This design comes from an exercise in tuning for small area, a short achievable clock period and few clock cycles per item on the open sky130 flow, not from production work. The RTL was checked by simulation tests, not by an equivalence proof against the original design. Power is estimated from default activity; no workload was simulated.

[flow/config.mk]
export PLATFORM = sky130hd
export DESIGN_NAME = nlc_top
export DESIGN_NICKNAME = nlc_top
export VERILOG_FILES = /design/flow/design.v
export SDC_FILE = /design/flow/constraint.sdc
export NUM_CORES = 8
export LEC_CHECK = 0
export CAP_MARGIN = 20
export CORE_MARGIN = 2
export CORE_UTILIZATION = 30
export PLACE_DENSITY = 0.4
export SLEW_MARGIN = 20
[flow/constraint.sdc]
create_clock -name core_clock -period 10.0 [get_ports {clk}]
set_input_delay 2.0000 -clock core_clock [delete_from_list [all_inputs] [get_ports {clk}]]
set_output_delay 2.0000 -clock core_clock [all_outputs]
set_load 0.01 [all_outputs]
[flow/design.v]
`default_nettype none
package nlc_pkg;
	localparam int NUM_CH   = 16;
	localparam int CH_W     = $clog2(NUM_CH);
	localparam int ADC_W    = 21;
	localparam int WORD_W   = 32;
	localparam int PROD_W   = 2 * WORD_W;
	localparam int FRAC_W   = 16;
	localparam int ORDER    = 5;
	localparam int NUM_PASS = ORDER + 1;   
	localparam int PASS_W   = $clog2(NUM_PASS);
	localparam int MAC_LAT  = 2;
	localparam int DRN_W    = $clog2(MAC_LAT + 1);
	localparam int FIELDS_PER_CH = 8;
	localparam int FLD_W         = $clog2(FIELDS_PER_CH);
	localparam int ADR_W         = CH_W + FLD_W;
	localparam int FLD_OFFSET    = 0;
	localparam int FLD_RECIP     = 1;
	localparam int FLD_COEF0     = 2;   
	localparam int NLC_LATENCY = NUM_PASS * (NUM_CH + MAC_LAT + 1) + 2;
	typedef logic signed [ADC_W-1:0]  adc_word_t;
	typedef logic signed [WORD_W-1:0] nlc_word_t;
	typedef struct packed {
		nlc_word_t           offset;   
		nlc_word_t           recip_stdev;
		nlc_word_t [ORDER:0] coeff;
	} nlc_chan_params_t;
	typedef enum logic [1:0] {
		IDLE,
		ISSUE,
		DRAIN,
		RELEASE
	} nlc_state_t;
endpackage
`default_nettype wire
`default_nettype none
import nlc_pkg::*;
module nlc_param_bank (
	input  wire                            clk,
	input  wire                            reset,
	input  wire                            wb_cyc_i,
	input  wire                            wb_stb_i,
	input  wire                            wb_we_i,
	input  wire [nlc_pkg::ADR_W-1:0]       wb_adr_i,
	input  wire nlc_pkg::nlc_word_t        wb_dat_i,
	output nlc_pkg::nlc_word_t             wb_dat_o,
	output logic                           wb_ack_o,
	input  wire                            busy_i,
	input  wire [nlc_pkg::CH_W-1:0]        rd_ch_i,
	output nlc_pkg::nlc_chan_params_t      params_o
);
	nlc_pkg::nlc_word_t        mem_q [0:NUM_CH-1][0:FIELDS_PER_CH-1];
	logic [CH_W-1:0]  adr_ch;
	logic [FLD_W-1:0] adr_fld;
	logic             req;
	logic             req_ok;
	assign adr_ch  = wb_adr_i[ADR_W-1:FLD_W];
	assign adr_fld = wb_adr_i[FLD_W-1:0];
	assign req    = wb_cyc_i && wb_stb_i && !wb_ack_o;
	assign req_ok = req && !(wb_we_i && busy_i);   
	always_ff @(posedge clk) begin
		if (reset) begin
			wb_ack_o <= 1'b0;
		end else begin
			wb_ack_o <= req_ok;
		end
	end
	always_ff @(posedge clk) begin
		if (req_ok) begin
			if (wb_we_i) begin
				mem_q[adr_ch][adr_fld] <= wb_dat_i;
			end
			wb_dat_o <= mem_q[adr_ch][adr_fld];
		end
	end
	always_comb begin
		params_o.offset      = mem_q[rd_ch_i][FLD_OFFSET];
		params_o.recip_stdev = mem_q[rd_ch_i][FLD_RECIP];
		for (int i = 0; i <= ORDER; i++) begin
			params_o.coeff[i] = mem_q[rd_ch_i][FLD_COEF0 + i];
		end
	end
endmodule
`default_nettype wire
`default_nettype none
import nlc_pkg::*;
module nlc_seq_fsm (
	input  wire  clk,
	input  wire  reset,
	input  wire  start_i,
	input  wire  ch_last_i,
	input  wire  pass_last_i,
	input  wire  drain_done_i,
	output logic capture_o,
	output logic count_clr_o,
	output logic issue_en_o,
	output logic release_o,
	output logic busy_o,
	output logic done_o
);
	nlc_pkg::nlc_state_t state_q;
	nlc_pkg::nlc_state_t state_d;
	logic       accept;
	assign accept      = (state_q == IDLE) && start_i;
	assign capture_o   = accept;
	assign count_clr_o = accept;
	assign issue_en_o  = (state_q == ISSUE);
	assign release_o   = (state_q == RELEASE);
	assign busy_o      = (state_q != IDLE);
	always_comb begin
		state_d = state_q;
		case (state_q)
			IDLE: begin
				if (accept) begin
					state_d = ISSUE;
				end
			end
			ISSUE: begin
				if (ch_last_i) begin
					state_d = DRAIN;   
				end
			end
			DRAIN: begin
				if (drain_done_i) begin
					state_d = pass_last_i ? RELEASE : ISSUE;
				end
			end
			RELEASE: begin
				state_d = IDLE;
			end
			default: begin
				state_d = IDLE;
			end
		endcase
	end
	always_ff @(posedge clk) begin
		if (reset) begin
			state_q <= IDLE;
			done_o  <= 1'b0;
		end else begin
			state_q <= state_d;
			done_o  <= release_o;   
		end
	end
endmodule
`default_nettype wire
`default_nettype none
import nlc_pkg::*;
module nlc_step_counter (
	input  wire                        clk,
	input  wire                        reset,
	input  wire                        clr_i,
	input  wire                        issue_en_i,
	output logic [nlc_pkg::CH_W-1:0]   ch_idx_o,
	output logic [nlc_pkg::PASS_W-1:0] pass_idx_o,
	output logic                       ch_last_o,
	output logic                       pass_last_o,
	output logic                       drain_done_o
);
	logic [DRN_W-1:0] drn_cnt_q;
	logic             draining_q;
	assign ch_last_o    = (ch_idx_o == CH_W'(NUM_CH - 1));
	assign pass_last_o  = (pass_idx_o == PASS_W'(NUM_PASS - 1));
	assign drain_done_o = draining_q && (drn_cnt_q == DRN_W'(MAC_LAT));
	always_ff @(posedge clk) begin
		if (reset || clr_i) begin
			ch_idx_o   <= '0;
			pass_idx_o <= '0;
			drn_cnt_q  <= '0;
			draining_q <= 1'b0;
		end else begin
			if (issue_en_i) begin
				ch_idx_o <= ch_last_o ? '0 : ch_idx_o + 1'b1;
			end
			if (issue_en_i && ch_last_o) begin
				draining_q <= 1'b1;   
				drn_cnt_q  <= '0;
			end else if (drain_done_o) begin
				draining_q <= 1'b0;
				drn_cnt_q  <= '0;
				pass_idx_o <= pass_last_o ? '0 : pass_idx_o + 1'b1;
			end else if (draining_q) begin
				drn_cnt_q <= drn_cnt_q + 1'b1;
			end
		end
	end
endmodule
`default_nettype wire
`default_nettype none
import nlc_pkg::*;
module nlc_mac_pipe (
	input  wire                      clk,
	input  wire                      reset,
	input  wire                      op_valid_i,
	input  wire nlc_pkg::nlc_word_t  op_a_i,
	input  wire nlc_pkg::nlc_word_t  op_b_i,
	input  wire nlc_pkg::nlc_word_t  op_c_i,
	input  wire [nlc_pkg::CH_W-1:0]  op_tag_i,
	output logic                     res_valid_o,
	output nlc_pkg::nlc_word_t       res_o,
	output logic [nlc_pkg::CH_W-1:0] res_tag_o
);
	logic                     v1_q;
	logic signed [PROD_W-1:0] prod_q;
	nlc_pkg::nlc_word_t                c1_q;
	logic [CH_W-1:0]          tag1_q;
	logic signed [PROD_W-1:0] sum;
	always_ff @(posedge clk) begin
		if (reset) begin
			v1_q <= 1'b0;
		end else begin
			v1_q <= op_valid_i;
		end
	end
	always_ff @(posedge clk) begin
		prod_q <= op_a_i * op_b_i;
		c1_q   <= op_c_i;
		tag1_q <= op_tag_i;
	end
	assign sum = (prod_q >>> FRAC_W) + c1_q;   
	always_ff @(posedge clk) begin
		if (reset) begin
			res_valid_o <= 1'b0;
		end else begin
			res_valid_o <= v1_q;
		end
	end
	always_ff @(posedge clk) begin
		res_o     <= sum[WORD_W-1:0];
		res_tag_o <= tag1_q;
	end
endmodule
`default_nettype wire
`default_nettype none
import nlc_pkg::*;
module nlc_operand_store (
	input  wire                                          clk,
	input  wire                                          reset,
	input  wire                                          capture_i,
	input  wire                                          issue_en_i,
	input  wire                                          release_i,
	input  wire nlc_pkg::adc_word_t [nlc_pkg::NUM_CH-1:0] x_adc_i,
	input  wire [nlc_pkg::CH_W-1:0]                      ch_idx_i,
	input  wire [nlc_pkg::PASS_W-1:0]                    pass_idx_i,
	input  wire nlc_pkg::nlc_chan_params_t               params_i,
	output logic                                         op_valid_o,
	output nlc_pkg::nlc_word_t                           op_a_o,
	output nlc_pkg::nlc_word_t                           op_b_o,
	output nlc_pkg::nlc_word_t                           op_c_o,
	output logic [nlc_pkg::CH_W-1:0]                     op_tag_o,
	input  wire                                          res_valid_i,
	input  wire nlc_pkg::nlc_word_t                      res_i,
	input  wire [nlc_pkg::CH_W-1:0]                      res_tag_i,
	output nlc_pkg::adc_word_t [nlc_pkg::NUM_CH-1:0]     x_lin_o
);
	nlc_pkg::adc_word_t         x_q    [0:NUM_CH-1];
	nlc_pkg::nlc_word_t         norm_q [0:NUM_CH-1];
	nlc_pkg::nlc_word_t         acc_q  [0:NUM_CH-1];
	nlc_pkg::nlc_word_t         sample;
	nlc_pkg::nlc_word_t         a_d;
	nlc_pkg::nlc_word_t         b_d;
	nlc_pkg::nlc_word_t         c_d;
	logic [PASS_W-1:0] coef_sel;
	assign sample   = nlc_pkg::nlc_word_t'(x_q[ch_idx_i]) <<< FRAC_W;   
	assign coef_sel = PASS_W'(ORDER) - pass_idx_i;
	always_comb begin
		if (pass_idx_i == '0) begin
			a_d = sample;
			b_d = params_i.recip_stdev;
			c_d = params_i.offset;
		end else begin
			a_d = (pass_idx_i == PASS_W'(1)) ? params_i.coeff[ORDER] : acc_q[ch_idx_i];
			b_d = norm_q[ch_idx_i];
			c_d = params_i.coeff[coef_sel];
		end
	end
	always_ff @(posedge clk) begin
		if (reset) begin
			op_valid_o <= 1'b0;
		end else begin
			op_valid_o <= issue_en_i;
		end
	end
	always_ff @(posedge clk) begin
		op_a_o   <= a_d;
		op_b_o   <= b_d;
		op_c_o   <= c_d;
		op_tag_o <= ch_idx_i;
		if (capture_i) begin
			for (int i = 0; i < NUM_CH; i++) begin
				x_q[i] <= x_adc_i[i];
			end
		end
		if (res_valid_i) begin
			if (pass_idx_i == '0) begin
				norm_q[res_tag_i] <= res_i;
			end else begin
				acc_q[res_tag_i] <= res_i;
			end
		end
	end
	always_ff @(posedge clk) begin
		if (reset) begin
			x_lin_o <= '0;
		end else if (release_i) begin
			for (int i = 0; i < NUM_CH; i++) begin
				x_lin_o[i] <= nlc_pkg::adc_word_t'(acc_q[i] >>> FRAC_W);   
			end
		end
	end
endmodule
`default_nettype wire
`default_nettype none
import nlc_pkg::*;
module nlc_top (
	input  wire                                          clk,
	input  wire                                          reset,
	input  wire                                          wb_cyc_i,
	input  wire                                          wb_stb_i,
	input  wire                                          wb_we_i,
	input  wire [nlc_pkg::ADR_W-1:0]                     wb_adr_i,
	input  wire [nlc_pkg::WORD_W-1:0]                    wb_dat_i,
	output wire [nlc_pkg::WORD_W-1:0]                    wb_dat_o,
	output wire                                          wb_ack_o,
	input  wire                                          start_i,
	input  wire [nlc_pkg::NUM_CH*nlc_pkg::ADC_W-1:0]     x_adc_i,
	output wire                                          busy_o,
	output wire                                          done_o,
	output wire [nlc_pkg::NUM_CH*nlc_pkg::ADC_W-1:0]     x_lin_o
);
	nlc_pkg::nlc_chan_params_t  params;
	logic              capture;
	logic              count_clr;
	logic              issue_en;
	logic              release_run;
	logic [CH_W-1:0]   ch_idx;
	logic [PASS_W-1:0] pass_idx;
	logic              ch_last;
	logic              pass_last;
	logic              drain_done;
	logic              op_valid;
	nlc_pkg::nlc_word_t         op_a;
	nlc_pkg::nlc_word_t         op_b;
	nlc_pkg::nlc_word_t         op_c;
	logic [CH_W-1:0]   op_tag;
	logic              res_valid;
	nlc_pkg::nlc_word_t         res;
	logic [CH_W-1:0]   res_tag;
	nlc_param_bank param_bank_i (
		.clk      (clk),
		.reset    (reset),
		.wb_cyc_i (wb_cyc_i),
		.wb_stb_i (wb_stb_i),
		.wb_we_i  (wb_we_i),
		.wb_adr_i (wb_adr_i),
		.wb_dat_i (wb_dat_i),
		.wb_dat_o (wb_dat_o),
		.wb_ack_o (wb_ack_o),
		.busy_i   (busy_o),
		.rd_ch_i  (ch_idx),
		.params_o (params)
	);
	nlc_seq_fsm seq_fsm_i (
		.clk          (clk),
		.reset        (reset),
		.start_i      (start_i),
		.ch_last_i    (ch_last),
		.pass_last_i  (pass_last),
		.drain_done_i (drain_done),
		.capture_o    (capture),
		.count_clr_o  (count_clr),
		.issue_en_o   (issue_en),
		.release_o    (release_run),
		.busy_o       (busy_o),
		.done_o       (done_o)
	);
	nlc_step_counter step_counter_i (
		.clk          (clk),
		.reset        (reset),
		.clr_i        (count_clr),
		.issue_en_i   (issue_en),
		.ch_idx_o     (ch_idx),
		.pass_idx_o   (pass_idx),
		.ch_last_o    (ch_last),
		.pass_last_o  (pass_last),
		.drain_done_o (drain_done)
	);
	nlc_mac_pipe mac_pipe_i (
		.clk   (clk),
		.reset (reset),
		.op_valid_i  (op_valid),
		.op_a_i      (op_a),
		.op_b_i      (op_b),
		.op_c_i      (op_c),
		.op_tag_i    (op_tag),
		.res_valid_o (res_valid),
		.res_o       (res),
		.res_tag_o   (res_tag)
	);
	nlc_operand_store operand_store_i (
		.clk        (clk),
		.reset      (reset),
		.capture_i  (capture),
		.issue_en_i (issue_en),
		.release_i  (release_run),
		.x_adc_i    (x_adc_i),
		.ch_idx_i   (ch_idx),
		.pass_idx_i (pass_idx),
		.params_i   (params),
		.op_valid_o  (op_valid),
		.op_a_o      (op_a),
		.op_b_o      (op_b),
		.op_c_o      (op_c),
		.op_tag_o    (op_tag),
		.res_valid_i (res_valid),
		.res_i       (res),
		.res_tag_i   (res_tag),
		.x_lin_o    (x_lin_o)
	);
endmodule
`default_nettype wire
[flow/run.sh]
#!/bin/bash
# synth_recipe.tcl (not shown) runs the flow's synth.tcl, then flattens the netlist and writes it again
# the make line also repeats each setting of config.mk as NAME=value (left out here)
make -C /OpenROAD-flow-scripts/flow DESIGN_CONFIG=/design/flow/config.mk WORK_HOME=/design/flow/orfs CLKGATE_MAP_FILE= SYNTH_SCRIPT=/design/flow/synth_recipe.tcl finish
==> run notes <==
## how the worst min path moves through the flow
stage / startpoint / end / slack, ns / cells after the start
floorplan: operand_store_i.op_c_o[0]$_DFF_P_ / mac_pipe_i.c1_q[0]$_DFF_P_ / 0.31 / 0
global placement: operand_store_i.op_c_o[31]$_DFF_P_ / mac_pipe_i.c1_q[31]$_DFF_P_ / 0.31 / 0
detailed placement: operand_store_i.op_c_o[25]$_DFF_P_ / mac_pipe_i.c1_q[25]$_DFF_P_ / 0.31 / 0
CTS: operand_store_i.op_c_o[15]$_DFF_P_ / mac_pipe_i.c1_q[15]$_DFF_P_ / 0.28 / 0
global route: operand_store_i.op_c_o[15]$_DFF_P_ / mac_pipe_i.c1_q[15]$_DFF_P_ / 0.29 / 0
finish: operand_store_i.op_c_o[15]$_DFF_P_ / mac_pipe_i.c1_q[15]$_DFF_P_ / 0.27 / 0
## layout make-up
type                    count  area, um^2  area share, %
diodes                    237         593          0.183
clock buffers             929       19400           5.98
well taps               12200       15300           4.71
repair buffers           1433       13900           4.30
clock inverters           346        3350           1.03
inverters                 829        3130          0.966
multi-input cells        8714       96700           29.8
flip-flops and latches   5889      172000           53.0
## flip-flops by register name, indices dropped and copies added (netlist names), 3 cells and up, named ones only
signal,cells
mac_pipe_i.res_tag_o,4
mac_pipe_i.prod_q,32
operand_store_i.op_tag_o,4
operand_store_i.acc_q,512
param_bank_i.wb_dat_o,32
step_counter_i.pass_idx_o,3
mac_pipe_i.res_o,32
mac_pipe_i.c1_q,32
operand_store_i.x_q,256
operand_store_i.x_lin_o,256
operand_store_i.op_c_o,32
param_bank_i.mem_q,4096
step_counter_i.ch_idx_o,4
operand_store_i.op_b_o,32
operand_store_i.norm_q,512
operand_store_i.op_a_o,32
mac_pipe_i.tag1_q,4
## worst max-delay path, delay by kind of cell, from the launching register on
kind                       cells  cell delay [ns]
AOI/OAI and AO/OA              6             2.20
adders and majority gates      9             4.49
buffers and inverters          3             0.50
DFF                            1             0.87
and+or+nand+nor                3             0.48
## placed cells by master (no fill, tap or decap), types with 44 or more instances in the layout
| cell type | count |
|---|---|
| diode_2 | 237 |
| fa_1 | 839 |
| clkinv_2 | 108 |
| a22o_1 | 349 |
| clkbuf_16 | 726 |
| clkbuf_1 | 156 |
| nor2_1 | 159 |
| a222oi_1 | 44 |
| clkdlybuf4s50_1 | 631 |
| mux2i_1 | 189 |
| a221oi_1 | 477 |
| xnor2_1 | 75 |
| a21oi_1 | 520 |
| mux4_2 | 1654 |
| buf_4 | 670 |
| o221ai_1 | 48 |
| clkinv_1 | 157 |
| a22oi_1 | 945 |
| mux2_2 | 147 |
| o211ai_1 | 75 |
| and2_1 | 425 |
| ha_1 | 202 |
| bufinv_16 | 62 |
| o21ai_0 | 202 |
| clkbuf_8 | 47 |
| nand2_1 | 1273 |
| dfxtp_1 | 454 |
| a31oi_1 | 221 |
| nand3_1 | 66 |
| inv_1 | 792 |
| nand4_1 | 157 |
| nor2_4 | 170 |
| edfxtp_1 | 5408 |
| buf_12 | 113 |
## power by group
| group | total, mW | leakage (nW) | switching (mW) | internal, mW |
|---|---|---|---|---|
| clock network | 26.2 | 11.1 | 10.9 | 15.2 |
| registers | 28.7 | 52.7 | 0.560 | 28.1 |
| logic | 25.9 | 39.5 | 15.5 | 10.4 |
## per-stage QoR
step | cells | hold WS, ns | total power, mW
after detailed placement | 29100 | 0.312 | 55.5
after CTS | 30400 | 0.276 | 81.7
after floorplan | 16800 | 0.310 | 46.3
final | 30600 | 0.275 | 80.7
after global routing | 30500 | 0.288 | 84.4
after global placement | 29100 | 0.312 | 55.7
## kinds of logic after synthesis
family                   share of synthesized area, %
AO/OA/AOI/OAI                                    8.15
XOR/XNOR                                        0.311
adder cells (fa/ha/maj)                          7.00
buffers and inverters                            3.29
flip-flops                                       62.3
multiplexers                                     14.8
AND/OR/NAND/NOR                                  4.14
## layer usage
layer | up-vias | track usage [%] | wire [um]
met5 | - | 0.216 | 738
met2 | 14700 | 45.6 | 645000
li1 | 68700 | - | -
met3 | 3311 | 9.35 | 156000
met4 | 88 | 17.3 | 91500
met1 | 101000 | 39.4 | 562000
==> impl_metrics.ini <==
[grt]
antenna_found_initial = 226
grt_usage_pct = 30.5
grt.overflow.total = 0
grt_pass1_vias = 179000
grt_first_pass_wirelength_um = 1870000
grt_max_degree = 178

[clock_network]
clkSinkCount = 5889
clkTransAtPathRegs_ns = 0.06
cts_buffers = 716
ctsRootBufferMaster = clkbuf_16
cts_tree = built
hold_buffers = 0
insertion_delay_ns = 1.16
cts_max_level = 6
post_cts_buffers = 0
clk_path_buf_depth = 5
cts_resized = 0

[die]
pin_count = 752
rows = 352
start_util_pct = 30.1
core-area_um2 = 918000
die-area_um2 = 928000
fp.dieW_um = 963
die_h_um = 963

[synthesis]
synth_ff_type = edfxtp_1
syn_area_per_cell_um2 = 16.5
seq_area_frac_synth_pct = 62.3
yosysTopAreaCell = edfxtp_1
synth.cell_area_um2 = 276000
synth_top_area_share_pct = 58.8
ys_warn_count = 6
synthesis.nets = 18200
ys_top_cells_by_count = edfxtp_1 (5408), mux4_2 (1654), nand2_1 (1288), a22oi_1 (945), fa_1 (839)
yosys_register_bits = 5889
async_flop_share_pct = 0
netlist_instances = 16800
synth-edff-count = 5408
synth.most_common_cell = edfxtp_1
ys_types = 76
synth_area_leaders = edfxtp_1 (59%), mux4_2 (13%), fa_1 (6.1%), dfxtp_1 (3.5%), a22oi_1 (2.6%)

[final_layout]
drive_above_1_share_pct = 21.4
area_delta_synth_final_pct = 17.5
utilization_pct = 35.3
n_fill_cell = 86800
fin_nets = 19000
stdcell_area_um2 = 324000

[pwr]
ir_drop_uv = 1240
p_leak_nw = 103
power.density_nw_per_um2 = 249

[flow_run]
drv_cap = 0

[worst_setup_path]
critical_path_class = flop to flop
r2r_slack_ns = 1.36
cp-endpoint = mac_pipe_i.prod_q[46]$_DFF_P_
arrival_ns = 9.63
r2r_start = operand_store_i.op_b_o[9]$_DFF_P_
critPathMostFrequentCell = fa_1
crit_fanout = 17
startpoint_type = flop
cpMaxStageDelayCell = dfxtp_1
path_cells = buf_4 > and2_1 > fa_1 > fa_1 > inv_1 > fa_1 > fa_1 > inv_1 > fa_1 > fa_1 > fa_1 > fa_1 > ha_1 > o21ai_0 > a21oi_1 > nand4_1 > o22ai_1 > o211ai_1 > o211ai_1 > nand4_1 > a221oi_1
crit_path_start = operand_store_i.op_b_o[9]$_DFF_P_
reg2reg_depth = 21
timing.rr.end = mac_pipe_i.prod_q[46]$_DFF_P_
required_ns = 10.99
end_kind = flop
critPathMaxStageDelay_ns = 0.87

[timing]
setup_tns_ns = 0
period_needed_ns = 8.64
hold_violations = 0
clock.fmax_ghz = 0.116
grt_setup_unrepaired = false
worst-slew-pin-transition_ns = 1.33
slew_headroom_pct = 11.3
drv_slew = 0
period_share_pct = 86.4
setup_violations = 0
setup_slack_ns = 1.36
skew_ns = 0.129

[placed_design]
dp_hpwl_um = 932000
globalplace.congestion = 0.902
pre_cts_ws_ns = 1.25
dpl_cell_area_um2 = 301000
io_buffers = 671

[route]
wirelength_um = 1460000
first_pass_iters = 6
dr.first_iter.drc_count = 31500
via_per_inst = 6.15
num_vias = 188000
antenna_left = 0
wire_per_inst_um = 47.6
drc_errors = 0

[min_path]
hp-class = flop to flop

[run_status]
status = complete, no violations
Testbench counts, summed over its fixed seeds: cycles 22,272, conversions 192.

-- separate check: timing with driven ports --
No port has a modelled driver above. Below, the same layout with a new extraction and two added sets of constraints.
Step 1: set_driving_cell puts a clkbuf_16 on clk and a buf_2 on each other input, an assumption about the parent block.
Step 2 moves the port delays by t, midway between the first and last clock arrival at a register: inputs arrive t later, outputs are due t later. That takes back most of the time a late clock gives input paths.
a / b / c = ideal / step 1 / step 2; a / b = the first two.
shift t [ns]: 1.255
setup WS [ns]: 1.358 / 1.358 / 1.358
worst setup path at the end: register to register
latest minus earliest clock arrival (ns): 0.132 / 0.131
After both steps this run still meets setup and hold. For this run, drivers alone change the setup slack by 0.000 ns; drivers and shift together by 0.000 ns.
